From an optimization exercise on the open Yosys and OpenROAD flow, aimed at small area, a short achievable clock period and few clock cycles; shortcuts taken in it are not production practice.
RTL that was checked went through simulation tests only; none was proved equivalent to the original.
Power is estimated from default activity; no workload was simulated.

==> inputs of indigo <==
## grid_cell_shape_membership_core
module grid_cell_shape_membership_core
(
  input  logic                 clk,
  input  logic                 rst,
  input  logic                 cfg_valid,
  output logic                 cfg_ready,
  input  logic [gcsm_pkg::CFG_IDX_W-1:0] cfg_index,
  input  logic [gcsm_pkg::VALUE_W-1:0]   cfg_data,
  input  logic                 in_valid,
  output logic                 in_ready,
  input  logic [gcsm_pkg::COORD_W-1:0]   cell_x,
  input  logic [gcsm_pkg::COORD_W-1:0]   cell_y,
  output logic                 out_valid,
  input  logic                 out_ready,
  output logic [gcsm_pkg::COORD_W-1:0]   out_x,
  output logic [gcsm_pkg::COORD_W-1:0]   out_y,
  output logic [gcsm_pkg::MARK_W-1:0]    mark,
  output logic signed [gcsm_pkg::VALUE_W-1:0] write_value,
  output logic                 shape_fits
);
clock: 7.0 ns
lec_check: 0
cap_margin: 20
core_margin: 2
core_utilization: 40
setup_slack_margin: 3.7
slew_margin: 20
run.sh (not shown) runs the stock make flow with config.mk's settings and CLKGATE_MAP_FILE= SYNTH_SCRIPT=/design/flow/synth_recipe.tcl, a recipe that flattens the netlist after the stock synthesis.
==> delta: changes against indigo <==
--- a/flow/design.v
+++ b/flow/design.v
@@ -158,55 +158,61 @@
     fits_q <= (is_circ || is_ell) ? (fx1_q && fx2_q && fy1_q && fy2_q) :
               is_rt ? frt_q : 1'b1;
     k1     <= k1n;
     k2     <= k2n;
     cx     <= cxn;
     cy     <= cyn;
   end
-  logic blocked, leave, again, fire, geo_q, thr_q, thr_qq, head_q;
-  logic v1, v2, v3, h1, h2, h3;
-  logic [COORD_W-1:0] x3, y3;
+  logic blocked, leave, again, fire, geo_q, thr_q, thr_qq, head_q, vb;
+  logic v1, v2, v3, h1, h2, h3, hb;
+  logic [COORD_W-1:0] x3, y3, xb, yb;
   assign blocked  = out_valid && !out_ready;
   assign leave    = v3 && !blocked && (!head_q || h3);
   assign again    = v3 && !leave;
-  assign in_ready = !geo_q && !thr_qq && !head_q && !(v3 && blocked);
+  assign in_ready = !geo_q && !thr_qq && !head_q;
   assign fire     = in_valid && in_ready;
   always_ff @(posedge clk) begin
     geo_q  <= rst || (cfg_valid && cfg_index != 3'd7);
     thr_q  <= rst || (cfg_valid && (cfg_index == 3'd0 || cfg_index == 3'd3 ||
                                     cfg_index == 3'd4));
     thr_qq <= thr_q;
+    xb     <= x3;
+    yb     <= y3;
     if (rst) begin
       v1        <= 1'b0;
       v2        <= 1'b0;
       v3        <= 1'b0;
+      vb        <= 1'b0;
       h1        <= 1'b0;
       h2        <= 1'b0;
       h3        <= 1'b0;
+      hb        <= 1'b0;
       head_q    <= 1'b0;
       out_valid <= 1'b0;
     end else begin
-      v1        <= fire || again;
+      vb        <= again;
+      hb        <= again && (!head_q || h3);
+      v1        <= fire || vb;
       v2        <= v1;
       v3        <= v2;
-      h1        <= again && (!head_q || h3);
+      h1        <= hb;
       h2        <= h1;
       h3        <= h2;
       head_q    <= head_q ? !(leave && h3) : again;
       if (!blocked) out_valid <= leave;
     end
   end
   logic [COORD_W-1:0] xin, yin;
   logic [COORD_W:0]   dxs, dys;
   logic [COORD_W-1:0] dxm, dym;
   logic               load;
   always_comb begin
-    xin  = again ? x3 : cell_x;
-    yin  = again ? y3 : cell_y;
-    load = fire || again;
+    xin  = vb ? xb : cell_x;
+    yin  = vb ? yb : cell_y;
+    load = fire || vb;
     dxs  = {1'b0, xin} - {1'b0, cx};
     dys  = {1'b0, yin} - {1'b0, cy};
     dxm  = dxs[COORD_W] ? -dxs[COORD_W-1:0] : dxs[COORD_W-1:0];
     dym  = dys[COORD_W] ? -dys[COORD_W-1:0] : dys[COORD_W-1:0];
   end
   logic [COORD_W-1:0] x1, y1, ux, uy;
   logic               sx, sy, zx, zy;
@@ -273,24 +279,27 @@
   always_comb begin
     sdiff = rowa_q + rowb_q;
     hit   = pass3 && (!is_ce || sdiff[21]);
   end
   always_ff @(posedge clk) begin
     if (thr3) thr <= sdiff[19:0];
   end
-  logic hit_q;
+  logic       hit_q;
+  logic [3:0] wv_q;
   always_ff @(posedge clk) begin
     if (!blocked) begin
       out_x <= x3;
       out_y <= y3;
       hit_q <= hit;
+      wv_q  <= {4{hit && fill_ok}};
     end
   end
-  assign mark        = {hit_q && is_inacc, hit_q && !is_inacc};
-  assign write_value = (hit_q && fill_ok) ? fill_value : '0;
+  assign mark = {hit_q && is_inacc, hit_q && !is_inacc};
+  always_comb
+    for (int i = 0; i < VALUE_W; i++) write_value[i] = wv_q[i / 8] && fill_value[i];
   assign shape_fits  = fits_q;
 endmodule
 module gcsm_mulk (input logic [5:0] k, input logic [5:0] u,
                   output logic [11:0] p);
   wire mk_t1 = (k[0] & u[4]) ^ (k[1] & u[3]);
   wire mk_t2 = (k[0] & u[4]) & (k[1] & u[3]);
   wire mk_t3 = (k[0] & u[5]) ^ (k[1] & u[4]) ^ (k[2] & u[3]);
==> flow/config.mk (replaced) <==
export PLATFORM = sky130hd
export DESIGN_NAME = grid_cell_shape_membership_core
export DESIGN_NICKNAME = grid_cell_shape_membership_core
export VERILOG_FILES = /design/flow/design.v
export SDC_FILE = /design/flow/constraint.sdc
export NUM_CORES = 4
export LEC_CHECK = 0
export CAP_MARGIN = 20
export CORE_MARGIN = 2
export CORE_UTILIZATION = 50
export CTS_BUF_LIST = sky130_fd_sc_hd__clkbuf_8
export SETUP_SLACK_MARGIN = 3.9
export SLEW_MARGIN = 20
export TNS_END_PERCENT = 20
==> summary.log <==
[placement] pre-CTS setup slack 2.19 ns
[status] result of the run finished clean
[timing] Final Worst Setup Slack 3.56 ns
[power_and_ir_drop] Sw Ratio 0.345
[detailed_routing] met3 wire length 1.87 mm
[logic_synthesis] nets in the synthesized netlist 1973
[timing] part of the cycle the worst path needs 0.491
[placement] HPWL reported at the end of detailed placement 32.0 mm
[logic_synthesis] proportion of netlist area held by the largest area contributor 0.189
[finish] # clk buffers 35
[hold_path] Worst Hold Endpoint y3[3]$_DFF_P_
[power_and_ir_drop] share of power burned in combinational logic 0.366
[finish] Sequential Area 6480 um^2
[finish] count of fill cells added during filler insertion 3886
Source of the figures above: indigo

==> summary.log <==
[status] result of the run finished clean
[timing] Final Worst Setup Slack 3.80 ns
[power_and_ir_drop] share of power burned in combinational logic 0.362
[finish] count of fill cells added during filler insertion 2930
[hold_path] Worst Hold Endpoint x3[4]$_DFF_P_
[finish] comb_multi_in 1137
[placement] HPWL reported at the end of detailed placement 32.0 mm
[timing] part of the cycle the worst path needs 0.458
[placement] pre-CTS setup slack 3.06 ns
[finish] Sequential Area 6810 um^2
[detailed_routing] met3 wire length 1.59 mm
[power_and_ir_drop] Sw Ratio 0.344
[worst_setup_path] master of the slowest instance on the critical path sky130_fd_sc_hd__fa_1
Source of the figures above: delta

Testbench counts of delta, summed over its fixed seeds: cycles 14,784.
Function not checked in indigo: the RTL went through the layout flow alone.

==> port drivers added, routing unchanged <==
Ports are ideal in the flow. The routed layouts listed here were re-timed in OpenROAD. Step 1 sets driving cells, clkbuf_16 on the clock port and buf_2 on the other inputs (assumed; they add their load-dependent delay and slew). Step 2, shift: input delay + t, output delay - t, t = (earliest + latest rising clock arrival at the registers) / 2. This alone moves slack from input paths to output paths. Slacks: ideal / step 1 / step 2; pairs: ideal / step 1.
run	shift t [ns]	setup slack, ns	hold WS [ns]	worst setup path at the end
indigo	0.631	3.562 / 3.540 / 2.947	0.324 / 0.324 / 0.324	input to register
delta	0.671	3.796 / 3.753 / 3.300	0.319 / 0.319 / 0.319	input to register
After both steps every run listed still meets setup and hold. For indigo, which loses most, drivers alone change the setup slack by -0.022 ns; drivers and shift together by -0.615 ns.
